From an optimization exercise on the open Yosys and OpenROAD flow, aimed at small area, a short achievable clock period and few clock cycles per item; shortcuts taken in it are not production practice. The RTL was checked by simulation tests, not by an equivalence proof against the original design. Power and IR drop assume default switching activity.

==> flow/design.v (excerpt) <==
module uri_component_splitter_top #(
  parameter int MAX_LEN = ucs_pkg::MAX_LEN_DEF
) (
  input  logic              clk,
  input  logic              rst,
  input  logic              uri_valid,
  output logic              uri_ready,
  input  logic [ucs_pkg::CH_W-1:0]   uri_ch,
  input  logic              uri_end_of_uri,
  output logic              rec_valid,
  input  logic              rec_ready,
  output logic [2:0]        rec_component,
  output logic [ucs_pkg::OFS_W-1:0]  rec_start_offset,
  output logic [ucs_pkg::OFS_W-1:0]  rec_length,
  output logic [ucs_pkg::PORT_W-1:0] rec_port_value,
  output logic              rec_abs_flag,
  output logic              rec_frag_only_flag,
  output logic              rec_overflow,
  output logic              rec_last
);
  ucs_pkg::ucs_snap_t snap;
  logic      free;
  logic      waiting;    
  logic      take, ended, load;
  assign uri_ready = !waiting;
  assign take      = uri_valid && !waiting;
  assign ended     = take && uri_end_of_uri;
  assign load      = free && (ended || waiting);
  always_ff @(posedge clk) begin
    if (rst) waiting <= 1'b0;
    else     waiting <= (ended || waiting) && !free;
  end
  ucs_parser u_parser (
    .clk   (clk),
    .rst   (rst),
    .step  (take && !uri_end_of_uri),
    .clear (load),
  ...
Settings: LEC_CHECK=0, CAP_MARGIN=20, CORE_MARGIN=2, CORE_UTILIZATION=40, SETUP_SLACK_MARGIN=2.0, SLEW_MARGIN=20; clock period 5.0 ns.
run.sh (not shown) runs the stock make flow with config.mk's settings and CLKGATE_MAP_FILE= SYNTH_SCRIPT=/design/flow/synth_recipe.tcl, a recipe that flattens the netlist after the stock synthesis.
The starting point completed with no timing, DRC or antenna violations.
Testbench counts at the start, summed over its fixed seeds: cycles 95,171, items 94,275.
Change:
- SETUP_SLACK_MARGIN: 2.0 -> unset
Outcome: The new run passed the timing, DRC and antenna checks. Total power is lower by 4.4%. Sequential cell count is unchanged. Register-to-register slack got worse by 0.78 ns. Cell count is lower by 3.6%. Final area is lower by 6.9%. Critical path depth is lower by 2.


== red ==
Another version of the RTL of uri_component_splitter_top (not shown whole).
Size in the first run: ~1100 cells after synthesis, about 240 flip-flops, ~64 I/O pins.
Design uri_component_splitter_top, start of the top module:
module uri_component_splitter_top #(
  parameter int MAX_LEN = ucs_pkg::MAX_LEN_DEF
) (
  input  logic              clk,
  input  logic              rst,
  input  logic              uri_valid,
  output logic              uri_ready,
  input  logic [ucs_pkg::CH_W-1:0]   uri_ch,
  input  logic              uri_end_of_uri,
  output logic              rec_valid,
  input  logic              rec_ready,
  output logic [2:0]        rec_component,
  output logic [ucs_pkg::OFS_W-1:0]  rec_start_offset,
  output logic [ucs_pkg::OFS_W-1:0]  rec_length,
  output logic [ucs_pkg::PORT_W-1:0] rec_port_value,
  output logic              rec_abs_flag,
  output logic              rec_frag_only_flag,
  output logic              rec_overflow,
  output logic              rec_last
);
Settings: LEC_CHECK=0, CAP_MARGIN=20, CORE_MARGIN=2, CORE_UTILIZATION=65, SETUP_SLACK_MARGIN=2.0, SLEW_MARGIN=20; clock period 5.0 ns.
No stage failed in red, and the final checks on the layout all came back clean.
Testbench counts of red, summed over its fixed seeds: cycles 95,490, items 94,275.
Modified inputs, blue compared to red
Settings: CORE_UTILIZATION now 40, was 65.
Findings:
Relative to red, the via total after detailed routing measured on blue has increased slightly. The global-route usage number comes out higher for red vs blue. blue -> red: synthesized instance count delta 0, exact match. Compared to red, blue has overall power of the completed layout 0.38 mW higher. blue vs red: area growth from synthesis to final layout up in blue.
diff inputs: blue => green
Settings: SETUP_SLACK_MARGIN now 2.5, was 2.0.
[summary]
Higher final standard cell utilization of the core among green and blue: green
For green, the layer carrying the most global-route usage was met2, unlike blue, where it was met1.
Compared with blue, in green hold slack shows a reduction of 0.012 ns, maximum vdd drop went up, global-route wire length before repair now larger.


== before ==
Another version of the RTL of uri_component_splitter_top (not shown whole).
For scale: about 1,100 cells after synthesis, about 220 flip-flops, ~64 I/O pins, roughly 11,000 µm² of cells after synthesis.
Settings: LEC_CHECK=0, CAP_MARGIN=20, CORE_MARGIN=2, CORE_UTILIZATION=70, CTS_CLUSTER_DIAMETER=100, CTS_CLUSTER_SIZE=28, SETUP_SLACK_MARGIN=2.3, SLEW_MARGIN=20; clock period 5.0 ns.
before was carried through to the last stage, and its layout satisfied the timing, DRC and antenna checks.
Testbench counts of before, summed over its fixed seeds: cycles 95,248, items 94,275.
> inputs changed (before -> after)
--- a/flow/config.mk
+++ b/flow/config.mk
@@ -10 +10 @@
-export CORE_UTILIZATION = 70
+export CORE_UTILIZATION = 55
Summary of after over before: first-iteration DRC count moved down, global-route met3 utilization level, met2 routed wirelength moved up, clock skew moved down. Delta (after minus before): maximum clock frequency fell 5.6%, clock network fraction of total power saw an increase, wire length after detailed routing +5.3%, power drawn by the clock network up about 10%, final critical-path required period moved up. Going from before to after, per-cell routed wire length grew slightly. Of the two values seen for class of the most critical setup path, flop to primary output was produced by before and flop to flop by after. after: all stages complete, timing, DRC and antenna checks passed. before was carried through to the last stage, and its layout satisfied the timing, DRC and antenna checks.

[what the ideal ports hide]
The flow's constraints put no driver on any port. The routed layouts listed below were extracted and timed again, unchanged, in two steps. Step 1: set_driving_cell puts a clkbuf_16 on clk and a buf_2 on each other input, an assumption about the parent block. Step 2 times the ports against the registers' clock, not the clock port: input delays grow and output delays shrink by t, the midpoint of the rising clock arrivals with the driver on. Three values: no drivers, after step 1, after step 2; two values: the first two.
run	t (ns)	setup slack, ns	worst setup path at the end	worst slew at a driven data input, ns
the first run of note 1	0.575	1.314 / 1.314 / 1.314	register to register	0.03
the second run of note 1	0.566	0.531 / 0.531 / 0.531	register to register	0.03
red	0.560	1.994 / 1.994 / 1.696	input to register	0.04
blue	0.556	2.111 / 2.100 / 1.710	input to register	0.05
green	0.572	2.104 / 2.104 / 2.065	input to register	0.04
before	0.498	2.363 / 2.323 / 1.882	input to register	0.04
after	0.516	2.207 / 2.207 / 1.867	input to register	0.03
After both steps setup and hold are still met in every run listed. For before, which loses most, drivers alone change the setup slack by -0.040 ns; drivers and shift together by -0.481 ns.
